Background: an optimization exercise with open tools, aiming at small area. Do not read the settings as production practice.
RTL that was checked went through simulation tests only; none was proved equivalent to the original.

==> wip/pepper: inputs <==
## sliding_mode_heading_tracker
module sliding_mode_heading_tracker (
	input  logic        clk,
	input  logic        arst_n,
	input  logic        start,
	output logic        busy,
	input  shmt_pkg::in_word_t    pose,
	output logic        result_valid,
	output shmt_pkg::out_word_t   result,
	input  logic        cfg_we,
	input  logic [1:0]  cfg_idx,
	input  logic [14:0] cfg_data
);
	logic [14:0] max_lin_q, max_turn_q, min_turn_q;
	logic [16:0] max_lin3_q;   
	always_ff @(posedge clk or negedge arst_n) begin
		if (!arst_n) begin
			max_lin_q  <= 15'd2048;
			max_lin3_q <= 17'd6144;
			max_turn_q <= 15'd4096;
			min_turn_q <= 15'd410;
		end else if (cfg_we) begin
			case (cfg_idx)
				REG_MAX_LIN: begin
					max_lin_q  <= cfg_data;
					max_lin3_q <= {2'b0, cfg_data} + {1'b0, cfg_data, 1'b0};
				end
				REG_MAX_TURN: max_turn_q <= cfg_data;
				REG_MIN_TURN: min_turn_q <= cfg_data;
				default: ;
			endcase
		end
	end
	assign busy = 1'b0;
	logic [32:0] dx, dxm1, dy, dym1;
	logic        sx, sy, dyz, neg0;
	logic [33:0] ax, ay, x1, y1p, y1m1, u1;
	logic        s1;
	shmt_padd #(33, 1'b1) u_dx (
		.a  ({pose.target_x[31], pose.target_x}),
  ...
Settings: LEC_CHECK=0, CAP_MARGIN=20, CORE_MARGIN=2, CORE_UTILIZATION=60, CTS_BUF_LIST=sky130_fd_sc_hd__clkbuf_4 sky130_fd_sc_hd__clkbuf_8, GPL_TIMING_DRIVEN=0, PLACE_DENSITY=0.75, SLEW_MARGIN=20; clock period 10.0 ns.
run.sh (not shown) runs the stock make flow with config.mk's settings and CLKGATE_MAP_FILE= SYNTH_SCRIPT=/design/flow/synth_recipe.tcl, a recipe that flattens the netlist after the stock synthesis.
==> inputs of wip/umber, as changes to wip/pepper <==
CTS_BUF_LIST = sky130_fd_sc_hd__clkbuf_8 sky130_fd_sc_hd__clkbuf_16   (was sky130_fd_sc_hd__clkbuf_4 sky130_fd_sc_hd__clkbuf_8)
CTS_CLUSTER_DIAMETER = 80   (was unset)
CTS_CLUSTER_SIZE = 30   (was unset)
GPL_TIMING_DRIVEN = unset   (was 0)
==> inputs of wip/amber, as changes to wip/pepper <==
--- a/flow/design.v
+++ b/flow/design.v
@@ -961,17 +961,15 @@
 			5'd30: o = {31'h3f9260f1, 31'h70577fa};
 			5'd31: o = {31'h78fa8806, 31'h3f9260ee};
 			default: o = '0;
 		endcase
 	end
 endmodule
-module shmt_rdec (input logic [16:0] e, output logic [15:0] s);
+module shmt_rdec (input logic [16:0] e, output logic [7:0] s, output logic [17:0] z4o);
 	logic [21:0] z4;
-	logic [17:0] z8;
 	logic [25:0] k4;
-	logic [17:0] k8;
 	logic [0:0] c0_0;
 	logic [1:0] c0_1;
 	logic [3:0] c0_2;
 	logic [7:0] c0_3;
 	logic [0:0] c1_0;
 	logic [1:0] c1_1;
@@ -1034,14 +1032,19 @@
 	end
 	assign z4 = {e[10:0], 11'd0} + k4[21:0];
 	assign s[4] = c1_0[0];
 	assign s[5] = c1_1[s[4]];
 	assign s[6] = c1_2[s[5:4]];
 	assign s[7] = c1_3[s[6:4]];
+	assign z4o = z4[17:0];
+endmodule
+module shmt_rdec8 (input logic [3:0] s47, input logic [17:0] z4, output logic [15:8] s);
+	logic [17:0] z8;
+	logic [17:0] k8;
 	always_comb begin
-		case (s[7:4])
+		case (s47)
 			4'd0: k8 = 18'h1f9eb;
 			4'd1: k8 = 18'h2048f;
 			4'd2: k8 = 18'h1fb41;
 			4'd3: k8 = 18'h205e5;
 			4'd4: k8 = 18'h1fa15;
 			4'd5: k8 = 18'h204b9;
@@ -1280,23 +1283,27 @@
 		if (e_near) mag = '0;
 		else if (17'(wmag) > 17'(max_turn_q)) mag = 16'(max_turn_q);
 		else if (17'(wmag) < 17'(min_turn_q) && 17'(wmag) >= TINY_Q12) mag = 16'(min_turn_q);
 		else mag = wmag;
 		ang = {e_e13[16], mag[14:0]};
 	end
-	logic [15:0] rs;
-	shmt_rdec u_rdec (.e(e_e13), .s(rs));
+	logic [7:0]  rs;
+	logic [17:0] rz4;
+	shmt_rdec u_rdec (.e(e_e13), .s(rs), .z4o(rz4));
 	logic        r_v;
-	logic [15:0] r_s, r_ang;
+	logic [7:0]  r_s;
+	logic [17:0] r_z4;
+	logic [15:0] r_ang;
 	logic        r_vz;
 	always_ff @(posedge clk or negedge arst_n) begin
 		if (!arst_n) r_v <= 1'b0;
 		else         r_v <= e_v;
 	end
 	always_ff @(posedge clk) begin
 		r_s   <= rs;
+		r_z4  <= rz4;
 		r_ang <= ang;
 		r_vz  <= vzero;
 	end
 	logic [16:ROT_K][30:0] qx;
 	logic [16:ROT_K][30:0] qy;   
 	logic [16:ROT_K][15:0] qs;
@@ -1304,13 +1311,15 @@
 	logic [16:ROT_K]       qz;
 	logic [16:ROT_K]       qv;
 	logic [61:0] rxy;
 	shmt_rot_lut u_rot (.i(r_s[ROT_K-1:0]), .o(rxy));
 	assign qx[ROT_K] = rxy[61:31];
 	assign qy[ROT_K] = rxy[30:0] ^ {31{r_s[ROT_K]}};
-	assign qs[ROT_K] = r_s;
+	logic [15:8] rs_hi;
+	shmt_rdec8 u_rdec8 (.s47(r_s[7:4]), .z4(r_z4), .s(rs_hi));
+	assign qs[ROT_K] = {rs_hi, r_s};
 	assign qa[ROT_K] = r_ang;
 	assign qz[ROT_K] = r_vz;
 	assign qv[ROT_K] = r_v;
 	for (genvar g = ROT_K; g < 16; g++) begin : g_rot
 		logic s;
 		logic [30:0] xo, yo, xsh, ysh;
CTS_BUF_LIST = sky130_fd_sc_hd__clkbuf_8 sky130_fd_sc_hd__clkbuf_16   (was sky130_fd_sc_hd__clkbuf_4 sky130_fd_sc_hd__clkbuf_8)
CTS_CLUSTER_DIAMETER = 80   (was unset)
CTS_CLUSTER_SIZE = 30   (was unset)
GPL_TIMING_DRIVEN = unset   (was 0)
==> reports/metrics.cfg <==
[yosys]
yosys.area_share.simple_pct=14.5
synth_cell_types=103

[clock_tree]
cts.sinks=1241
cts_made_buffers=91

[detailed_routing]
viasPerCell=5.96

[status]
status=timing/DRC/antenna clean

# the run above: wip/amber

==> reports/metrics.cfg <==
[status]
status=timing/DRC/antenna clean

[place]
dp_slack_ns=-0.435

[finish]
drive_gt1_share_pct=7.16

[yosys]
synth_cell_types=132
yosys.area_share.simple_pct=13.9

[timing]
fin_setup_tns_ns=0
fin_crit_ns=9.51

[detailed_routing]
viasPerCell=5.92

[clock_tree]
cts_made_buffers=78
cts.sinks=1222

# the run above: wip/umber

==> reports/metrics.cfg <==
[yosys]
synth_cell_types=132
yosys.area_share.simple_pct=13.9

[status]
status=timing/DRC/antenna clean

[clock_tree]
cts_made_buffers=197
cts.sinks=1222

[detailed_routing]
viasPerCell=6.05

[global_routing]
grt_pass1_vias=101000

# the run above: wip/pepper


* * *

==> job 3848 <==
sliding_mode_heading_tracker, a different RTL version from the one above (not shown whole).
## sliding_mode_heading_tracker
module sliding_mode_heading_tracker (
	input  logic        clk,
	input  logic        arst_n,
	input  logic        start,
	output logic        busy,
	input  shmt_pkg::in_word_t    pose,
	output logic        result_valid,
	output shmt_pkg::out_word_t   result,
	input  logic        cfg_we,
	input  logic [1:0]  cfg_idx,
	input  logic [14:0] cfg_data
);
Settings: LEC_CHECK=0, CAP_MARGIN=20, CORE_MARGIN=2, CORE_UTILIZATION=40, SLEW_MARGIN=20; clock period 10.0 ns.
==> job 3861 (differences from job 3848) <==
--- a/flow/design.v
+++ b/flow/design.v
@@ -84,12 +84,36 @@
 	assign c[0] = ci;
 	for (genvar i = 0; i < W; i++) begin : g_b
 		assign s[i] = a[i] ^ b[i] ^ c[i];
 		assign c[i+1] = (a[i] & b[i]) | (a[i] & c[i]) | (b[i] & c[i]);
 	end
 endmodule
+module shmt_sxadd #(
+	parameter int W = 32,
+	parameter int N = 16
+) (
+	input  logic [W-1:0] a,
+	input  logic [N-1:0] b,
+	input  logic         ci,
+	output logic [W-1:0] s
+);
+	logic [N:0]   lo;
+	logic         e, c, ic;
+	logic [W-N-1:0] w, hi, pa;
+	shmt_padd #(N + 1) u_lo (.a({1'b0, a[N-1:0]}), .b({1'b0, b}), .ci(ci), .s(lo), .s1());
+	assign e = b[N-1];
+	assign c = lo[N];
+	assign w = a[W-1:N] ^ {(W-N){e}};
+	assign ic = c ^ e;
+	always_comb begin
+		pa[0] = 1'b1;
+		for (int i = 1; i < W - N; i++) pa[i] = pa[i-1] & w[i-1];
+	end
+	assign hi = w ^ ({(W-N){ic}} & pa) ^ {(W-N){e}};
+	assign s = {hi, lo[N-1:0]};
+endmodule
 module shmt_t1_lut (input logic [5:0] i, output logic [27:0] o);
 	always_comb begin
 		case (i)
 			6'd0: o = 28'h1be4609;
 			6'd1: o = 28'h2c2653;
 			6'd2: o = 28'hd0e2d1;
@@ -346,14 +370,14 @@
 			endcase
 		end
 	end
 	assign busy = 1'b0;
 	logic [32:0] dx, dxm1, dy, dym1;
 	logic        sx, sy, dyz, neg0;
-	logic [33:0] ax, ay, x1, y1p, y1m1;
-	logic signed [33:0] y1;
+	logic [33:0] ax, ay, x1, y1p, y1m1, u1;
+	logic        s1;
 	shmt_padd #(33) u_dx (
 		.a  ({pose.target_x[31], pose.target_x}),
 		.b  (~{pose.cur_x[31], pose.cur_x}),
 		.ci (1'b0),
 		.s  (dxm1),
 		.s1 (dx)
@@ -372,81 +396,87 @@
 		neg0 = !dyz && (sx != sy);
 		ax = {1'b0, sx ? ~dxm1 : dx};
 		ay = {1'b0, sy ? ~dym1 : dy};
 	end
 	shmt_padd #(34) u_x1 (.a(ax), .b(ay), .ci(1'b0), .s(x1), .s1());
 	shmt_padd #(34) u_y1 (.a(ay), .b(~ax), .ci(1'b0), .s(y1m1), .s1(y1p));
-	assign y1 = neg0 ? $signed(~y1m1) : $signed(y1p);
+	assign u1 = neg0 ? ~y1m1 : y1p;
+	assign s1 = u1[33];
 	logic [15:1][33:0] vx;
-	logic [15:1][33:0] vy;
+	logic [15:1][33:0] vy;   
 	logic [15:1][15:0] vd;   
 	logic [15:1][17:0] vs;   
 	logic [15:1]       vv;   
 	if (VEC_REG[0]) begin : g_r0
 		logic        vq;
 		logic [33:0] xq, yq;
-		logic        dq;
+		logic [1:0]  dq;
 		logic [17:0] sq;
 		always_ff @(posedge clk or negedge arst_n) begin
 			if (!arst_n) vq <= 1'b0;
 			else         vq <= start;
 		end
 		always_ff @(posedge clk) begin
 			xq <= x1;
-			yq <= y1;
-			dq <= neg0;
+			yq <= u1;
+			dq <= {s1, neg0};
 			sq <= {pose.cur_heading, sx, sy};
 		end
 		assign vv[1] = vq;
 		assign vx[1] = xq;
 		assign vy[1] = yq;
-		assign vd[1] = {15'd0, dq};
+		assign vd[1] = {14'd0, dq};
 		assign vs[1] = sq;
 	end else begin : g_c0
 		assign vv[1] = start;
 		assign vx[1] = x1;
-		assign vy[1] = y1;
-		assign vd[1] = {15'd0, neg0};
+		assign vy[1] = u1;
+		assign vd[1] = {14'd0, s1, neg0};
 		assign vs[1] = {pose.cur_heading, sx, sy};
 	end
 	for (genvar g = 1; g <= 14; g++) begin : g_vec
-		localparam int WI = (g < 3) ? 34 : 37 - g;
-		localparam int WO = (g < 2) ? 34 : 36 - g;
-		logic               d;
-		logic [WI-1:0]      yi, u;
-		logic [WO-1:0]      yo, xsh;
+		localparam int WI = (g < 2) ? 34 : 36 - g;
+		localparam int WO = (g < 1) ? 34 : 35 - g;
+		logic               d, rn;
+		logic [WI-1:0]      u;
+		logic [WO-1:0]      r, yo, xsh;
 		logic [33:0]        xo, ush;
 		logic [15:0]        dn;
-		assign yi  = vy[g][WI-1:0];
-		assign d   = yi[WI-1];
-		assign u   = yi ^ {WI{d}};
+		if (g == 1) begin : g_u1
+			assign u = vy[g][WI-1:0] ^ {WI{vd[g][g]}};
+		end else begin : g_un
+			assign u = vy[g][WI-1:0];
+		end
+		assign d   = vd[g][g];
 		assign xsh = vx[g] >> g;
 		assign ush = 34'(u >> g);
-		assign dn  = vd[g] | (16'(d) << g);
-		shmt_padd #(WO) u_y (.a(yi[WO-1:0]), .b(xsh ^ {WO{!d}}), .ci(!d), .s(yo), .s1());
+		shmt_padd #(WO) u_y (.a(u[WO-1:0]), .b(~xsh), .ci(1'b1), .s(r), .s1());
+		assign rn = r[WO-1];
+		assign yo = r ^ {WO{rn}};
+		assign dn = vd[g] | (16'(d ^ rn) << (g + 1));
 		if (g < 14) begin : g_x
 			shmt_padd #(34) u_x (.a(vx[g]), .b(ush), .ci(d), .s(xo), .s1());
 		end else begin : g_xn
 			logic [15:0] x15n;
 			shmt_padd #(16) u_x (.a(vx[g][15:0]), .b(16'(ush)), .ci(d), .s(x15n), .s1());
 			assign xo = {17'd0, |vx[g][33:14], x15n};
 		end
 		if (VEC_REG[g]) begin : g_r
 			logic          vq;
 			logic [33:0]   xq;
 			logic [WO-1:0] yq;
-			logic [g:0]    dq;
+			logic [g+1:0]  dq;
 			logic [17:0]   sq;
 			always_ff @(posedge clk or negedge arst_n) begin
 				if (!arst_n) vq <= 1'b0;
 				else         vq <= vv[g];
 			end
 			always_ff @(posedge clk) begin
 				xq <= xo;
 				yq <= yo;
-				dq <= dn[g:0];
+				dq <= dn[g+1:0];
 				sq <= vs[g];
 			end
 			assign vv[g+1] = vq;
 			assign vx[g+1] = xq;
 			assign vy[g+1] = 34'($signed(yq));
 			assign vd[g+1] = 16'(dq);
@@ -462,16 +492,16 @@
 	logic        big, near, d15;
 	logic [15:0] x16n;
 	logic [15:0] dall;
 	logic [6:0]  u15s;
 	always_comb begin
 		big  = vx[15][16];
-		d15  = vy[15][21];
-		dall = vd[15] | (16'(d15) << 15);
+		dall = vd[15];
+		d15  = dall[15];
 	end
-	assign u15s = 7'((vy[15][21:0] ^ {22{d15}}) >> 15);
+	assign u15s = 7'(vy[15][20:0] >> 15);
 	shmt_padd #(16) u_x16 (.a(vx[15][15:0]), .b(16'(u15s)), .ci(d15), .s(x16n), .s1());
 	assign near = !big && (x16n <= NEAR_LIM);
 	logic [27:0] t1;
 	logic [22:0] t2;
 	logic [17:0] hb;
 	logic [28:0] o1, o2, o3, cs, cc, err;
@@ -523,13 +553,13 @@
 		cos_en = abs_e <= HALF_PI_Q13;
 		vzero = e_near || !cos_en;
 		if (e_near) mag = '0;
 		else if (17'(wmag) > 17'(max_turn_q)) mag = 16'(max_turn_q);
 		else if (17'(wmag) < 17'(min_turn_q) && 17'(wmag) >= TINY_Q12) mag = 16'(min_turn_q);
 		else mag = wmag;
-		ang = e_e13[16] ? -mag : mag;
+		ang = {e_e13[16], mag[14:0]};
 	end
 	logic [15:0] rs;
 	shmt_rdec u_rdec (.e(e_e13), .s(rs));
 	logic        r_v;
 	logic [15:0] r_s, r_ang;
 	logic        r_vz;
@@ -540,34 +570,36 @@
 	always_ff @(posedge clk) begin
 		r_s   <= rs;
 		r_ang <= ang;
 		r_vz  <= vzero;
 	end
 	logic [16:ROT_K][30:0] qx;
-	logic [16:ROT_K][30:0] qy;
+	logic [16:ROT_K][30:0] qy;   
 	logic [16:ROT_K][15:0] qs;
 	logic [16:ROT_K][15:0] qa;
 	logic [16:ROT_K]       qz;
 	logic [16:ROT_K]       qv;
 	logic [61:0] rxy;
 	shmt_rot_lut u_rot (.i(r_s[ROT_K-1:0]), .o(rxy));
 	assign qx[ROT_K] = rxy[61:31];
-	assign qy[ROT_K] = rxy[30:0];
+	assign qy[ROT_K] = rxy[30:0] ^ {31{r_s[ROT_K]}};
 	assign qs[ROT_K] = r_s;
 	assign qa[ROT_K] = r_ang;
 	assign qz[ROT_K] = r_vz;
 	assign qv[ROT_K] = r_v;
 	for (genvar g = ROT_K; g < 16; g++) begin : g_rot
 		logic s;
 		logic [30:0] xo, yo, xsh, ysh;
 		assign s = qs[g][g];
 		assign xsh = $signed(qx[g]) >>> g;
 		assign ysh = $signed(qy[g]) >>> g;
-		shmt_padd #(31) u_x (.a(qx[g]), .b(ysh ^ {31{s}}), .ci(s), .s(xo), .s1());
+		shmt_sxadd #(31, 31 - g) u_x (.a(qx[g]), .b(ysh[30-g:0]), .ci(s), .s(xo));
 		if (g < 15) begin : g_y
-			shmt_padd #(31) u_y (.a(qy[g]), .b(xsh ^ {31{!s}}), .ci(!s), .s(yo), .s1());
+			logic [30:0] r;
+			shmt_sxadd #(31, 31 - g) u_y (.a(qy[g]), .b(~xsh[30-g:0]), .ci(1'b1), .s(r));
+			assign yo = r ^ {31{s ^ qs[g][g+1]}};
 		end else begin : g_ny
 			assign yo = '0;
 		end
 		if (ROT_REG[g]) begin : g_r
 			logic        vq, zq;
 			logic [30:0] xq, yq;
@@ -618,15 +650,10 @@
 		if (c_x[30])                     cos_c = '0;
 		else if (c_x > ONE_Q30)          cos_c = ONE_Q30;
 		else                             cos_c = c_x;
 		vprod = 46'(max_lin_q) * 46'(cos_c);
 		v_fin = c_vz ? 15'd0 : vprod[44:30];
 	end
-	always_ff @(posedge clk or negedge arst_n) begin
-		if (!arst_n) result_valid <= 1'b0;
-		else         result_valid <= c_v;
-	end
-	always_ff @(posedge clk) begin
-		result.linear_cmd  <= v_fin;
-		result.angular_cmd <= c_ang;
-	end
+	assign result_valid       = c_v;
+	assign result.linear_cmd  = v_fin;
+	assign result.angular_cmd = c_ang[15] ? -{1'b0, c_ang[14:0]} : {1'b0, c_ang[14:0]};
 endmodule
CORE_UTILIZATION = 60   (was 40)
CTS_BUF_LIST = sky130_fd_sc_hd__clkbuf_4 sky130_fd_sc_hd__clkbuf_8   (was default)
GPL_TIMING_DRIVEN = 0   (was default)
PLACE_DENSITY = 0.75   (was default)
==> job 2792 (differences from job 3848) <==
--- a/flow/design.v
+++ b/flow/design.v
@@ -84,12 +84,36 @@
 	assign c[0] = ci;
 	for (genvar i = 0; i < W; i++) begin : g_b
 		assign s[i] = a[i] ^ b[i] ^ c[i];
 		assign c[i+1] = (a[i] & b[i]) | (a[i] & c[i]) | (b[i] & c[i]);
 	end
 endmodule
+module shmt_sxadd #(
+	parameter int W = 32,
+	parameter int N = 16
+) (
+	input  logic [W-1:0] a,
+	input  logic [N-1:0] b,
+	input  logic         ci,
+	output logic [W-1:0] s
+);
+	logic [N:0]   lo;
+	logic         e, c, ic;
+	logic [W-N-1:0] w, hi, pa;
+	shmt_padd #(N + 1) u_lo (.a({1'b0, a[N-1:0]}), .b({1'b0, b}), .ci(ci), .s(lo), .s1());
+	assign e = b[N-1];
+	assign c = lo[N];
+	assign w = a[W-1:N] ^ {(W-N){e}};
+	assign ic = c ^ e;
+	always_comb begin
+		pa[0] = 1'b1;
+		for (int i = 1; i < W - N; i++) pa[i] = pa[i-1] & w[i-1];
+	end
+	assign hi = w ^ ({(W-N){ic}} & pa) ^ {(W-N){e}};
+	assign s = {hi, lo[N-1:0]};
+endmodule
 module shmt_t1_lut (input logic [5:0] i, output logic [27:0] o);
 	always_comb begin
 		case (i)
 			6'd0: o = 28'h1be4609;
 			6'd1: o = 28'h2c2653;
 			6'd2: o = 28'hd0e2d1;
@@ -346,14 +370,14 @@
 			endcase
 		end
 	end
 	assign busy = 1'b0;
 	logic [32:0] dx, dxm1, dy, dym1;
 	logic        sx, sy, dyz, neg0;
-	logic [33:0] ax, ay, x1, y1p, y1m1;
-	logic signed [33:0] y1;
+	logic [33:0] ax, ay, x1, y1p, y1m1, u1;
+	logic        s1;
 	shmt_padd #(33) u_dx (
 		.a  ({pose.target_x[31], pose.target_x}),
 		.b  (~{pose.cur_x[31], pose.cur_x}),
 		.ci (1'b0),
 		.s  (dxm1),
 		.s1 (dx)
@@ -372,81 +396,87 @@
 		neg0 = !dyz && (sx != sy);
 		ax = {1'b0, sx ? ~dxm1 : dx};
 		ay = {1'b0, sy ? ~dym1 : dy};
 	end
 	shmt_padd #(34) u_x1 (.a(ax), .b(ay), .ci(1'b0), .s(x1), .s1());
 	shmt_padd #(34) u_y1 (.a(ay), .b(~ax), .ci(1'b0), .s(y1m1), .s1(y1p));
-	assign y1 = neg0 ? $signed(~y1m1) : $signed(y1p);
+	assign u1 = neg0 ? ~y1m1 : y1p;
+	assign s1 = u1[33];
 	logic [15:1][33:0] vx;
-	logic [15:1][33:0] vy;
+	logic [15:1][33:0] vy;   
 	logic [15:1][15:0] vd;   
 	logic [15:1][17:0] vs;   
 	logic [15:1]       vv;   
 	if (VEC_REG[0]) begin : g_r0
 		logic        vq;
 		logic [33:0] xq, yq;
-		logic        dq;
+		logic [1:0]  dq;
 		logic [17:0] sq;
 		always_ff @(posedge clk or negedge arst_n) begin
 			if (!arst_n) vq <= 1'b0;
 			else         vq <= start;
 		end
 		always_ff @(posedge clk) begin
 			xq <= x1;
-			yq <= y1;
-			dq <= neg0;
+			yq <= u1;
+			dq <= {s1, neg0};
 			sq <= {pose.cur_heading, sx, sy};
 		end
 		assign vv[1] = vq;
 		assign vx[1] = xq;
 		assign vy[1] = yq;
-		assign vd[1] = {15'd0, dq};
+		assign vd[1] = {14'd0, dq};
 		assign vs[1] = sq;
 	end else begin : g_c0
 		assign vv[1] = start;
 		assign vx[1] = x1;
-		assign vy[1] = y1;
-		assign vd[1] = {15'd0, neg0};
+		assign vy[1] = u1;
+		assign vd[1] = {14'd0, s1, neg0};
 		assign vs[1] = {pose.cur_heading, sx, sy};
 	end
 	for (genvar g = 1; g <= 14; g++) begin : g_vec
 		localparam int WI = (g < 3) ? 34 : 37 - g;
 		localparam int WO = (g < 2) ? 34 : 36 - g;
-		logic               d;
-		logic [WI-1:0]      yi, u;
-		logic [WO-1:0]      yo, xsh;
+		logic               d, rn;
+		logic [WI-1:0]      u;
+		logic [WO-1:0]      r, yo, xsh;
 		logic [33:0]        xo, ush;
 		logic [15:0]        dn;
-		assign yi  = vy[g][WI-1:0];
-		assign d   = yi[WI-1];
-		assign u   = yi ^ {WI{d}};
+		if (g == 1) begin : g_u1
+			assign u = vy[g][WI-1:0] ^ {WI{vd[g][g]}};
+		end else begin : g_un
+			assign u = vy[g][WI-1:0];
+		end
+		assign d   = vd[g][g];
 		assign xsh = vx[g] >> g;
 		assign ush = 34'(u >> g);
-		assign dn  = vd[g] | (16'(d) << g);
-		shmt_padd #(WO) u_y (.a(yi[WO-1:0]), .b(xsh ^ {WO{!d}}), .ci(!d), .s(yo), .s1());
+		shmt_padd #(WO) u_y (.a(u[WO-1:0]), .b(~xsh), .ci(1'b1), .s(r), .s1());
+		assign rn = r[WO-1];
+		assign yo = r ^ {WO{rn}};
+		assign dn = vd[g] | (16'(d ^ rn) << (g + 1));
 		if (g < 14) begin : g_x
 			shmt_padd #(34) u_x (.a(vx[g]), .b(ush), .ci(d), .s(xo), .s1());
 		end else begin : g_xn
 			logic [15:0] x15n;
 			shmt_padd #(16) u_x (.a(vx[g][15:0]), .b(16'(ush)), .ci(d), .s(x15n), .s1());
 			assign xo = {17'd0, |vx[g][33:14], x15n};
 		end
 		if (VEC_REG[g]) begin : g_r
 			logic          vq;
 			logic [33:0]   xq;
 			logic [WO-1:0] yq;
-			logic [g:0]    dq;
+			logic [g+1:0]  dq;
 			logic [17:0]   sq;
 			always_ff @(posedge clk or negedge arst_n) begin
 				if (!arst_n) vq <= 1'b0;
 				else         vq <= vv[g];
 			end
 			always_ff @(posedge clk) begin
 				xq <= xo;
 				yq <= yo;
-				dq <= dn[g:0];
+				dq <= dn[g+1:0];
 				sq <= vs[g];
 			end
 			assign vv[g+1] = vq;
 			assign vx[g+1] = xq;
 			assign vy[g+1] = 34'($signed(yq));
 			assign vd[g+1] = 16'(dq);
@@ -462,16 +492,16 @@
 	logic        big, near, d15;
 	logic [15:0] x16n;
 	logic [15:0] dall;
 	logic [6:0]  u15s;
 	always_comb begin
 		big  = vx[15][16];
-		d15  = vy[15][21];
-		dall = vd[15] | (16'(d15) << 15);
+		dall = vd[15];
+		d15  = dall[15];
 	end
-	assign u15s = 7'((vy[15][21:0] ^ {22{d15}}) >> 15);
+	assign u15s = 7'(vy[15][21:0] >> 15);
 	shmt_padd #(16) u_x16 (.a(vx[15][15:0]), .b(16'(u15s)), .ci(d15), .s(x16n), .s1());
 	assign near = !big && (x16n <= NEAR_LIM);
 	logic [27:0] t1;
 	logic [22:0] t2;
 	logic [17:0] hb;
 	logic [28:0] o1, o2, o3, cs, cc, err;
@@ -540,34 +570,36 @@
 	always_ff @(posedge clk) begin
 		r_s   <= rs;
 		r_ang <= ang;
 		r_vz  <= vzero;
 	end
 	logic [16:ROT_K][30:0] qx;
-	logic [16:ROT_K][30:0] qy;
+	logic [16:ROT_K][30:0] qy;   
 	logic [16:ROT_K][15:0] qs;
 	logic [16:ROT_K][15:0] qa;
 	logic [16:ROT_K]       qz;
 	logic [16:ROT_K]       qv;
 	logic [61:0] rxy;
 	shmt_rot_lut u_rot (.i(r_s[ROT_K-1:0]), .o(rxy));
 	assign qx[ROT_K] = rxy[61:31];
-	assign qy[ROT_K] = rxy[30:0];
+	assign qy[ROT_K] = rxy[30:0] ^ {31{r_s[ROT_K]}};
 	assign qs[ROT_K] = r_s;
 	assign qa[ROT_K] = r_ang;
 	assign qz[ROT_K] = r_vz;
 	assign qv[ROT_K] = r_v;
 	for (genvar g = ROT_K; g < 16; g++) begin : g_rot
 		logic s;
 		logic [30:0] xo, yo, xsh, ysh;
 		assign s = qs[g][g];
 		assign xsh = $signed(qx[g]) >>> g;
 		assign ysh = $signed(qy[g]) >>> g;
-		shmt_padd #(31) u_x (.a(qx[g]), .b(ysh ^ {31{s}}), .ci(s), .s(xo), .s1());
+		shmt_sxadd #(31, 31 - g) u_x (.a(qx[g]), .b(ysh[30-g:0]), .ci(s), .s(xo));
 		if (g < 15) begin : g_y
-			shmt_padd #(31) u_y (.a(qy[g]), .b(xsh ^ {31{!s}}), .ci(!s), .s(yo), .s1());
+			logic [30:0] r;
+			shmt_sxadd #(31, 31 - g) u_y (.a(qy[g]), .b(~xsh[30-g:0]), .ci(1'b1), .s(r));
+			assign yo = r ^ {31{s ^ qs[g][g+1]}};
 		end else begin : g_ny
 			assign yo = '0;
 		end
 		if (ROT_REG[g]) begin : g_r
 			logic        vq, zq;
 			logic [30:0] xq, yq;
CTS_BUF_LIST = sky130_fd_sc_hd__clkbuf_4 sky130_fd_sc_hd__clkbuf_8   (was default)
==> notes.md <==
Job 3848 went through all stages and came out clean. Job 3861 produced a layout that fails on negative setup slack. Job 2792 finished with timing, DRC and antenna clean. In job 2792 the global-route usage is lower than in job 3848, by 0.92 points. Fmax: job 2792 > job 3848 > job 3861. Non-clock buffer count: job 2792 is lower than job 3861 (43). Hold slack, highest first: job 3848, job 3861, job 2792. In job 2792 the critical path depth is higher than in job 3861, by 6.
==> figures <==
Result of the run: job 3861 failed layout checks; job 2792 timing/DRC/antenna clean; job 3848 timing/DRC/antenna clean
Reasons for failing layout checks: job 3861 negative setup slack; job 2792 -; job 3848 -
Clock buf count: job 3861 283; job 2792 310; job 3848 184
Inverters excl. clock: job 3861 1447; job 2792 1556; job 3848 1021
Total number of clock tree sinks: job 3861 1174; job 2792 1213; job 3848 1179
Met3 Usage GRT: job 3861 4.53%; job 2792 2.06%; job 3848 2.13%
Worst EP required: job 3861 8.00 ns; job 2792 10.86 ns; job 3848 10.67 ns
Non-clock buffers, area share: job 3861 3.54%; job 2792 3.74%; job 3848 4.19%
CTS Root Buffer Type: job 3861 sky130_fd_sc_hd__clkbuf_8; job 2792 sky130_fd_sc_hd__clkbuf_8; job 3848 sky130_fd_sc_hd__clkbuf_16
Normalized max-slew margin: job 3861 20.0%; job 2792 24.8%; job 3848 30.7%
Detailed-route vias per instance: job 3861 5.81; job 2792 5.08; job 3848 5.16
No functional check of the RTL was part of job 3861 and job 2792.

[static timing again, ports no longer ideal]
How much do the figures lean on ideal ports? The routed layouts below were timed once more, with nothing changed but the port constraints. Step 1 assumes that a clkbuf_16 drives the clock port and a buf_2 every other input. Step 2 times the ports against the registers' clock, not the clock port: input delays grow and output delays shrink by t, the midpoint of the rising clock arrivals with the driver on. Three values: ideal, step 1, step 2; two values: the first two.
| run | t (ns) | slack for setup (ns) | pins driven straight from the clock port |
|---|---|---|---|
| wip/pepper | 1.070 | 0.144 / 0.144 / -0.633 | 1 |
| wip/umber | 0.839 | 0.486 / 0.486 / -0.256 | 1 |
| wip/amber | 0.872 | 0.286 / 0.357 / -0.515 | 1 |
| job 3848 | 0.903 | 0.279 / 0.279 / -0.370 | 1 |
| job 3861 | 1.020 | -0.944 / -1.030 / -0.761 | 1 |
| job 2792 | 1.063 | 0.522 / 0.522 / -0.311 | 1 |
With both steps, setup timing fails in 5 of these runs, where it was met with ideal ports. For job 2792, which loses most, drivers alone change the setup slack by 0.000 ns; drivers and shift together by -0.833 ns.
